From an optimization exercise on the open Yosys and OpenROAD flow, aimed at small area, a short achievable clock period and few clock cycles per item; shortcuts taken in it are not production practice.
The RTL was checked by simulation tests, not by an equivalence proof against the original design.

==> flow/design.v, too long to show whole: its modules and the start of the top module <==
// module mult_fa: 10 lines
// module mult_ha: 9 lines
// module mult_rr_pick: 28 lines
// module mult_ready_gate: 11 lines
// module mult_share_arbiter: 1353 lines
module mult_share_arbiter #(
    parameter int N_REQ = 4,
    parameter int ID_W  = 2
) (
    input  logic                      clk,
    input  logic                      rst,
    input  logic [N_REQ-1:0]          req_valid,
    input  logic [N_REQ*mult_pkg::MULT_W-1:0] req_a,
    input  logic [N_REQ*mult_pkg::MULT_W-1:0] req_b,
    output logic [N_REQ-1:0]          req_ready,
    output logic                      rsp_valid,
    output logic [ID_W-1:0]           rsp_id,
    output logic [mult_pkg::PROD_W-1:0] rsp_p,
    input  logic                      rsp_ready,
    output logic [15:0]               ops_done
);
  // ...
==> flow/flow/run.sh <==
#!/bin/bash
set -euo pipefail
here=$(pwd)
bash standard.sh \
    SETUP_SLACK_MARGIN=6.7 \
    "BUFFER_PORTS_ARGS=-buffer_cell sky130_fd_sc_hd__buf_1" \
    "PRE_GLOBAL_ROUTE_TCL=$here/flow/skew.tcl" \
    finish > run_make.log 2>&1
==> flow/flow/skew.tcl <==
set skew_dly_cells [expr {[info exists ::env(SKEW_DLY_CELLS)] ? $::env(SKEW_DLY_CELLS) : "sky130_fd_sc_hd__clkdlybuf4s50_1"}]
set skew_buf_cell [expr {[info exists ::env(SKEW_BUF_CELL)] ? $::env(SKEW_BUF_CELL) : "sky130_fd_sc_hd__clkbuf_8"}]
set block [ord::get_db_block]
set db [ord::get_db]
array set groups {}
foreach inst [$block getInsts] {
  set name [$inst getName]
  if {[string match {s2_p*} $name] || [string match {s2_id*} $name]} {
    set it [$inst findITerm CLK]
    if {$it eq "NULL" || $it eq ""} { continue }
    set net [$it getNet]
    lappend groups([$net getName]) $it
  }
}
set k 0
foreach netname [lsort [array names groups]] {
  set net [$block findNet $netname]
  set xs 0; set ys 0; set n 0
  foreach it $groups($netname) {
    set box [[$it getInst] getBBox]
    set xs [expr {$xs + ([$box xMin] + [$box xMax]) / 2}]
    set ys [expr {$ys + ([$box yMin] + [$box yMax]) / 2}]
    incr n
  }
  set cx [expr {$xs / $n}]; set cy [expr {$ys / $n}]
  set prev $net
  set i 0
  foreach cell [concat $skew_dly_cells [list $skew_buf_cell]] {
    set m [$db findMaster $cell]
    set inst [odb::dbInst_create $block $m "skew_${k}_$i"]
    set out [odb::dbNet_create $block "skew_net_${k}_$i"]
    $out setSigType CLOCK
    [$inst findITerm A] connect $prev
    [$inst findITerm X] connect $out
    $inst setLocation $cx $cy
    $inst setPlacementStatus PLACED
    set prev $out
    incr i
  }
  foreach it $groups($netname) {
    $it disconnect
    $it connect $prev
  }
  puts "skew: [llength $groups($netname)] stage-2 clock pins of $netname moved behind [expr {$i}] cells"
  incr k
}
global_connect
detailed_placement
check_placement
==> flow/standard.sh <==
#!/bin/bash
# synth_recipe.tcl (not shown) runs the flow's synth.tcl, then flattens the netlist and writes it again
# the make line also repeats each setting of config.mk as NAME=value (left out here)
make -C /OpenROAD-flow-scripts/flow DESIGN_CONFIG=/design/flow/config.mk WORK_HOME=/design/flow/orfs CLKGATE_MAP_FILE= SYNTH_SCRIPT=/design/flow/synth_recipe.tcl "${@:-finish}"
==> flow/config.mk <==
export PLATFORM = sky130hd
export DESIGN_NAME = mult_share_arbiter
export DESIGN_NICKNAME = mult_share_arbiter
export VERILOG_FILES = /design/flow/design.v
export SDC_FILE = /design/flow/constraint.sdc
export NUM_CORES = 4
export LEC_CHECK = 0
export ABC_AREA = 1
export CAP_MARGIN = 20
export CORE_MARGIN = 2
export CORE_UTILIZATION = 50
export CTS_CLUSTER_DIAMETER = 60
export CTS_CLUSTER_SIZE = 10
export SLEW_MARGIN = 20
export SYNTH_HIERARCHICAL = 1
export SYNTH_MINIMUM_KEEP_SIZE = 0
==> flow/constraint.sdc <==
create_clock -name core_clock -period 12.0 [get_ports {clk}]
set_input_delay 2.4000 -clock core_clock [delete_from_list [all_inputs] [get_ports {clk}]]
set_output_delay 2.4000 -clock core_clock [all_outputs]
set_load 0.01 [all_outputs]
==> reports/metrics.cfg, run 1 <==
[clock_network]
cts_setup_buffers=66
clk_pin_slew_ns=0.07

[layout]
reg.largest.list=s2_p x64, s1_a x32
buffers_excl_clock=529
multi_input_cells=2473
final_common_cell=xor2_1
regMostFlops=s2_p

[hold_path]
hold_end=s2_id[1]

[placed_design]
dpl_cell_area_um2=31190
place_congestion=1.036
hpwl_um=74660
pre_cts_ws_ns=5.367

[floorplan]
die_x_um=246.3
start_util=0.5070

[status]
outcome=complete, no violations

[grt]
grt_pass1_vias=28563
grtUsageMet3=0.1040

[sta]
drv_slew=0
period_needed_ns=5.490
layout_setup_ws_ns=6.510

[synth]
syn_inst=3181

[job]
max_cap_violations=0

[drt]
wire_per_inst_um=27.07

Testbench counts, summed over its fixed seeds: cycles 2,064, items 2,048.
==> run 2, diff against run 1 <==
--- a/flow/design.v
+++ b/flow/design.v
@@ -47,26 +47,59 @@
     assign any = |valid;
     always_comb begin
         idx = '0;
         for (int k = 0; k < N_REQ; k++) begin
             if (grant[k]) idx = idx | ID_W'(k);
         end
     end
 endmodule
-module mult_ready_gate #(
+module mult_rr_ready #(
     parameter int N_REQ = 4
 ) (
-    input  logic [N_REQ-1:0] grant,
-    input  logic             open_r,
-    input  logic             take,
-    input  logic             rst,
-    output logic [N_REQ-1:0] ready
+    input  logic [N_REQ-1:0]            valid,
+    input  logic [N_REQ-1:1][N_REQ-1:0] block,
+    input  logic                        open_r,
+    input  logic                        take,
+    input  logic                        rst,
+    output logic [N_REQ-1:0]            ready
 );
-    assign ready = grant & {N_REQ{!rst && (open_r || take)}};
+    for (genvar gi = 0; gi < N_REQ; gi++) begin : g_lane
+        logic nb;
+        mult_aoi222 u_nb (
+            .a1 (valid[(gi + N_REQ - 1) % N_REQ]), .b1 (block[1][gi]),
+            .a2 (valid[(gi + N_REQ - 2) % N_REQ]), .b2 (block[2][gi]),
+            .a3 (valid[(gi + N_REQ - 3) % N_REQ]), .b3 (block[3][gi]),
+            .y  (nb)
+        );
+        mult_ready_bit u_rdy (
+            .v      (valid[gi]),
+            .nb     (nb),
+            .open_r (open_r),
+            .take   (take),
+            .rst    (rst),
+            .ready  (ready[gi])
+        );
+    end
+endmodule
+module mult_aoi222 (
+    input  logic a1, b1, a2, b2, a3, b3,
+    output logic y
+);
+    assign y = !((a1 & b1) | (a2 & b2) | (a3 & b3));
+endmodule
+module mult_ready_bit (
+    input  logic v,
+    input  logic nb,
+    input  logic open_r,
+    input  logic take,
+    input  logic rst,
+    output logic ready
+);
+    assign ready = v & nb & !rst & (open_r | take);
 endmodule
 module mult_share_arbiter #(
     parameter int N_REQ = 4,
     parameter int ID_W  = 2
 ) (
     input  logic                      clk,
     input  logic                      rst,
     input  logic [N_REQ-1:0]          req_valid,
@@ -78,64 +111,52 @@
     output logic [mult_pkg::PROD_W-1:0] rsp_p,
     input  logic                      rsp_ready,
     output logic [15:0]               ops_done
 );
     localparam int W = mult_pkg::MULT_W;
     logic                    s1_valid;
     logic [ID_W-1:0]         s1_id;
     logic [W-1:0]            s1_a;
-    logic [W/2-1:0]          s1_one;    
-    logic [W/2-1:0]          s1_two;    
-    logic [W/2-1:0]          s1_neg;    
+    logic [W-1:0]            s1_b;
     logic                    s2_valid;
     logic [ID_W-1:0]         s2_id;
     logic [mult_pkg::PROD_W-1:0] s2_p;
     logic [N_REQ-1:0]        rr_ptr_oh;
     logic [15:0]             ops_done_reg;
     logic [N_REQ-1:0]        pick_grant;
     logic [ID_W-1:0]         pick_idx;
     logic                    pick_any;
     logic                    s2_adv;
     logic                    s1_adv;
     logic                    accept_window;
     logic                    accept;
     logic [W-1:0]            sel_a;
     logic [W-1:0]            sel_b;
-    logic [W:0]              sel_bx;
-    logic [W/2-1:0]          enc_one;
-    logic [W/2-1:0]          enc_two;
-    logic [W/2-1:0]          enc_neg;
+    logic [W:0]              s1_bx;
+    logic [W/2-1:0]          s1_one;    
+    logic [W/2-1:0]          s1_two;    
+    logic [W/2-1:0]          s1_neg;    
     logic [mult_pkg::PROD_W-1:0] product;
-    logic [N_REQ-1:0]        ready_pick;
     logic [N_REQ-1:1][N_REQ-1:0] rr_block;
     always_comb begin
         for (int k = 1; k < N_REQ; k++) begin
             for (int i = 0; i < N_REQ; i++) begin
                 rr_block[k][i] = 1'b0;
                 for (int m = k; m < N_REQ; m++) begin
                     rr_block[k][i] = rr_block[k][i] | rr_ptr_oh[(i - m + N_REQ) % N_REQ];
                 end
             end
         end
     end
-    mult_rr_pick #(
-        .N_REQ (N_REQ),
-        .ID_W  (ID_W)
+    mult_rr_ready #(
+        .N_REQ (N_REQ)
     ) u_pick_ready (
         .valid  (req_valid),
         .block  (rr_block),
-        .grant  (ready_pick),
-        .idx    (),
-        .any    ()
-    );
-    mult_ready_gate #(
-        .N_REQ (N_REQ)
-    ) u_ready_gate (
-        .grant  (ready_pick),
         .open_r (!s1_valid || !s2_valid),
         .take   (rsp_ready),
         .rst    (rst),
         .ready  (req_ready)
     );
     mult_rr_pick #(
         .N_REQ (N_REQ),
         .ID_W  (ID_W)
@@ -149,23 +170,16 @@
     always_comb begin
         sel_a = '0;
         sel_b = '0;
         for (int i = 0; i < N_REQ; i++) begin
             sel_a = sel_a | ({W{pick_grant[i]}} & req_a[i*W +: W]);
             sel_b = sel_b | ({W{pick_grant[i]}} & req_b[i*W +: W]);
         end
     end
-    assign sel_bx = {sel_b, 1'b0};
-    for (genvar gi = 0; gi < W/2; gi++) begin : g_enc
-        assign enc_one[gi] = sel_bx[2*gi+1] ^ sel_bx[2*gi];
-        assign enc_two[gi] = (sel_bx[2*gi+2] & !sel_bx[2*gi+1] & !sel_bx[2*gi]) |
-                             (!sel_bx[2*gi+2] & sel_bx[2*gi+1] & sel_bx[2*gi]);
-        assign enc_neg[gi] = sel_bx[2*gi+2];
-    end
     assign s2_adv        = !s2_valid || rsp_ready;
     assign s1_adv        = !s1_valid || s2_adv;
     assign accept_window = !rst && s1_adv;
     assign accept        = accept_window && pick_any;
     assign rsp_valid = s2_valid;
     assign rsp_id    = s2_id;
     assign rsp_p     = s2_p;
     assign ops_done  = ops_done_reg;
@@ -180,26 +194,31 @@
             if (s2_adv) s2_valid <= s1_valid;
             if (accept) rr_ptr_oh <= {pick_grant[N_REQ-2:0], pick_grant[N_REQ-1]};
             if (s2_valid && rsp_ready) ops_done_reg <= ops_done_reg + 16'd1;
         end
     end
     always_ff @(posedge clk) begin
         if (s1_adv) begin
             s1_a   <= sel_a;
-            s1_one <= enc_one;
-            s1_two <= enc_two;
-            s1_neg <= enc_neg;
+            s1_b   <= sel_b;
             s1_id  <= pick_idx;
         end
         if (s2_adv) begin
             s2_p  <= product;
             s2_id <= s1_id;
         end
     end
+    assign s1_bx = {s1_b, 1'b0};
+    for (genvar gi = 0; gi < W/2; gi++) begin : g_enc
+        assign s1_one[gi] = s1_bx[2*gi+1] ^ s1_bx[2*gi];
+        assign s1_two[gi] = (s1_bx[2*gi+2] & !s1_bx[2*gi+1] & !s1_bx[2*gi]) |
+                            (!s1_bx[2*gi+2] & s1_bx[2*gi+1] & s1_bx[2*gi]);
+        assign s1_neg[gi] = s1_bx[2*gi+2];
+    end
     logic m1, m2, m3, m4, m5, m6, m7, m8, m9, m10, m11, m12, m13, m14, m15, m16;
     logic m17, m18, m19, m20, m21, m22, m23, m24, m25, m26, m27, m28, m29, m30, m31, m32;
     logic m33, m34, m35, m36, m37, m38, m39, m40, m41, m42, m43, m44, m45, m46, m47, m48;
     logic m49, m50, m51, m52, m53, m54, m55, m56, m57, m58, m59, m60, m61, m62, m63, m64;
     logic m65, m66, m67, m68, m69, m70, m71, m72, m73, m74, m75, m76, m77, m78, m79, m80;
     logic m81, m82, m83, m84, m85, m86, m87, m88, m89, m90, m91, m92, m93, m94, m95, m96;
     logic m97, m98, m99, m100, m101, m102, m103, m104, m105, m106, m107, m108, m109, m110, m111, m112;
     logic m113, m114, m115, m116, m117, m118, m119, m120, m121, m122, m123, m124, m125, m126, m127, m128;
==> flow/flow/run.sh (replaced) <==
#!/bin/bash
# Layout flow: the standard ORFS flow (standard.sh) with these changes.
#  - the port buffers that buffer_ports puts on every input and output are
#    plain buf_1 cells instead of the delay cell it picks by default.
set -euo pipefail
here=$(pwd)
bash standard.sh \
    SETUP_SLACK_MARGIN=6.7 \
    SKIP_CTS_REPAIR_TIMING=1 \
    "BUFFER_PORTS_ARGS=-buffer_cell sky130_fd_sc_hd__buf_1" \
    "PRE_GLOBAL_ROUTE_TCL=$here/flow/skew.tcl" \
    finish > run_make.log 2>&1
--- a/flow/flow/skew.tcl
+++ b/flow/flow/skew.tcl
@@ -1,16 +1,17 @@
-set skew_dly_cells [expr {[info exists ::env(SKEW_DLY_CELLS)] ? $::env(SKEW_DLY_CELLS) : "sky130_fd_sc_hd__clkdlybuf4s50_1"}]
-set skew_buf_cell [expr {[info exists ::env(SKEW_BUF_CELL)] ? $::env(SKEW_BUF_CELL) : "sky130_fd_sc_hd__clkbuf_8"}]
+set skew_dly_cells {sky130_fd_sc_hd__clkdlybuf4s50_1 sky130_fd_sc_hd__clkdlybuf4s50_1 sky130_fd_sc_hd__clkdlybuf4s50_1}
+set skew_buf_cell sky130_fd_sc_hd__clkbuf_8
+set skew_min_bit 12
 set block [ord::get_db_block]
 set db [ord::get_db]
 array set groups {}
 foreach inst [$block getInsts] {
   set name [$inst getName]
-  if {[string match {s2_p*} $name] || [string match {s2_id*} $name]} {
+  if {[regexp {^s2_p\\?\[(\d+)\\?\]} $name -> bit] && $bit >= $skew_min_bit} {
     set it [$inst findITerm CLK]
     if {$it eq "NULL" || $it eq ""} { continue }
     set net [$it getNet]
     lappend groups([$net getName]) $it
   }
 }
 set k 0
 foreach netname [lsort [array names groups]] {
--- a/flow/config.mk
+++ b/flow/config.mk
@@ -6,11 +6,12 @@
 export NUM_CORES = 4
 export LEC_CHECK = 0
 export ABC_AREA = 1
 export CAP_MARGIN = 20
 export CORE_MARGIN = 2
 export CORE_UTILIZATION = 50
 export CTS_CLUSTER_DIAMETER = 60
 export CTS_CLUSTER_SIZE = 10
+export HOLD_SLACK_MARGIN = 0.1
 export SLEW_MARGIN = 20
 export SYNTH_HIERARCHICAL = 1
 export SYNTH_MINIMUM_KEEP_SIZE = 0
==> run 2 against run 1 <==
Effect of this change:
- synthesized cell count rose by 1.1%
- still clean
- worst setup slack improved by 0.012 ns
- core utilization fell by 1.8 points
- critical path type unchanged
- via count fell by 2.6%
- fmax rose by 0.22%
- wire length fell by 6.8%
- clock skew rose by 1.0 ns
- sequential share of layout area fell by 0.68 points
- die area fell by 2.0%
- flip-flop and latch count fell by 16
==> reports/metrics.cfg, run 2 <==
[placed_design]
pre_cts_ws_ns=4.270  ; -1.097 ns
portBuffers=349
dpl_cell_area_um2=30840  ; -1.1%
place_congestion=0.9592  ; -7.4%
hpwl_um=72740  ; -2.6%

[setup_path]
endpoint_kind=output pin
slowest_stage=buf_2
cp-start-kind=primary input
crit_arrival_ns=3.08
critPathRequiredTime_ns=9.60
crit_path_cell_trace=buf_12 -> nand2_4 -> nand2_2 -> nor2_2 -> nand3_1 -> nor2_1 -> buf_2
worstSetupPathType=primary input to output pin
cpPeakStageDelay_ns=0.16
path_max_fanout=8
cp_top_family=simple AND/OR/NAND/NOR gates
cp_num_buf_inv=2

[layout]
fin_area_um2=32420
nFillCells=5048
final_layout_size_suffix_gt1_frac=0.07877
final_common_cell=xor2_1
antenna_cells=0
largest_reg_flops=64
most-common-layout-cells=xor2_1 (536), nand2_1 (532), o22ai_1 (490), fa_1 (425), buf_1 (341)
final_nets=4243
reg.largest.list=s2_p x64, s1_a x32, s1_b x32
area_growth_pct=12.76
regMostFlops=s2_p

[grt]
overflow=0
antenna_found_initial=0
grt_max_degree=69
grt_pass1_vias=27067  ; -5.2%
grt_pass1_wl_um=160400
grtUsageTotal=0.3535

[synth]
netlist.area_leader.share=0.3021
syn_inst=3217  ; +1.1%
synth.distinct_cells=41
synth-seq-area-share=0.1570
ys_ff_latch=154
synth.most_common_cell=nand2_1
syn_area_per_cell_um2=8.938
ys_top_cells_by_area=fa_1 (30%), xor2_1 (16%), edfxtp_1 (14%)
synth_ff_type=edfxtp_1
synth_area_leader_cell=fa_1
synthesis.area_um2=28760
synth_common_cells=nand2_1 (555), xor2_1 (536), o22ai_1 (495)
async_flop_share=0.1429
synth_edf_count=132
yosysWarnings=8
synthesis.nets=4020

[drt]
ant_nets=0
wire_per_inst_um=25.36  ; -6.3%
vias=26405
drt_iter0_markers=2845
via_per_inst=6.273
finalWirelength_um=106700
dr.pass1.iters=6
drcViolationCount=0

[floorplan]
ioPinCount=350
core_area_um2=56600
die_x_um=243.8  ; -1.0%
start_util=0.5080  ; +0.0009805
rows=87
die_area_um2=59440
fp.dieH_um=243.8

[clock_network]
clk_pin_slew_ns=0.07  ; about the same
tritoncts=done
worstSkewPairLatency_ns=2.15
cts-htree-levels=4
cts_root_buf=clkbuf_16
clock_sinks=154
clock_path_buffers=2
cts_buffers=17

[sta]
slew-limit-headroom=0.3494
drv_slew=0  ; unchanged
rsz0062_at_grt=yes
max_slew.worst_pin.slew_ns=0.9759
setup_viol=0
finClkSkew_ns=1.678
timing.hold.ws_ns=0.01502
tns_ns=0
period_needed_ns=5.478  ; -0.01202 ns
fin_crit_sh=0.4565
hold_viol=0
maxClockFrequency_ghz=0.1825
layout_setup_ws_ns=6.522  ; +0.01202 ns

[status]
outcome=complete, no violations

[hold_path]
hp-class=flip-flop to flip-flop

[job]
max_cap_violations=0  ; unchanged

## run 2: modules after synthesis, one instance, submodules excluded, excerpt
module,cell area [um^2],flops+latches,copies in the design
mult_aoi222,25.02,0,4
mult_fa,20.02,0,427
mult_ha,12.51,0,40
mult_ready_bit,16.27,0,4
mult_share_arbiter,19400,154,1
## run 2: worst register-to-register path: stages, from the launching register on
cell and delay, ns:
edfxtp_1 0.67, clkinv_1 0.42, buf_4 0.38, o22ai_1 0.32, xor2_1 0.12, ha_1 0.19
inv_1 0.07, fa_1 0.17, inv_1 0.05, fa_1 0.39, fa_1 0.40, fa_1 0.42
fa_1 0.38, inv_1 0.08, fa_1 0.26, buf_4 0.24, fa_1 0.43, inv_1 0.06
## run 2: through the flow
stage               cells    util
floorplan            3217       -
global placement     4114  0.5449
detailed placement   4114  0.5449
CTS                  4146  0.5560
global route         4209  0.5728
finish               4209  0.5728
## run 2: final timing paths
check	cells after the start	from	endpoint	slack [ns]
max	7	req_valid[2]	req_ready[1]	6.52
max in group asynchronous	2	rst	rr_ptr_oh[3]	9.26
min	9	s1_a[30]	s2_p[58]	0.02
max reg2reg	17	s1_a[0]	s2_p[8]	6.85
min in group asynchronous	2	rst	ops_done_reg[6]	2.17
min reg2reg	9	s1_a[30]	s2_p[58]	0.02
## run 2: cells by family (layout without fill, tap and decap cells)
| logic type | after synthesis | after routing | synth area share |
|---|---|---|---|
| simple gates | 838 | 840 | 0.1242 |
| buf+inv | 512 | 745 | 0.06992 |
| xor+xnor | 550 | 550 | 0.1675 |
| compound gates | 623 | 624 | 0.1330 |
| flops | 154 | 154 | 0.1570 |
| fa+ha+maj | 540 | 540 | 0.3483 |
## run 2: area by class of cell
cell class / instances / area [um^2] / share of cell area
multi-input cells: 2554 / 22780 / 0.7026
flip-flops and latches: 154 / 4516 / 0.1393
repair buffers: 453 / 2308 / 0.07120
well taps: 756 / 945.9 / 0.02917
inverters: 223 / 843.3 / 0.02601
clock buffers: 17 / 425.4 / 0.01312
plain buffers: 36 / 394.1 / 0.01216
clock inverters: 15 / 203.9 / 0.006290
repair inverters: 1 / 5.005 / 0.0001544
## run 2: layer usage
| layer | vias up | wire length (um) | track usage |
|---|---|---|---|
| li1 | 11296 | - | - |
| met4 | 0 | 6609 | 0.1971 |
| met2 | 1716 | 49910 | 0.5737 |
| met1 | 12994 | 39930 | 0.4435 |
| met5 | - | 0 | 0 |
| met3 | 399 | 10280 | 0.06918 |
Testbench counts of run 2, summed over its fixed seeds: cycles 2,064, items 2,048.

afterwards: timing with drivers on the ports:
Ports are ideal in the flow. The routed layouts listed here were re-timed in OpenROAD. Step 1: set_driving_cell puts a clkbuf_16 on clk and a buf_2 on each other input, an assumption about the parent block. Step 2, shift: input delay + t, output delay - t, t = (earliest + latest rising clock arrival at the registers) / 2. This alone moves slack from input paths to output paths. Slacks: ideal / step 1 / step 2; pairs: ideal / step 1.
run	t (ns)	setup WS [ns]	latest minus earliest clock arrival (ns)
run 1	0.885	6.510 / 6.421 / 6.421	0.682 / 0.681
run 2	1.367	6.522 / 6.453 / 6.453	1.679 / 1.679
In run 1 and run 2 the clock reaches the registers at very different times; t lies between them, and the last value is a rough guide only. The setup slack of run 1, which loses most, moves by -0.089 ns with the drivers and by -0.089 ns with both steps.
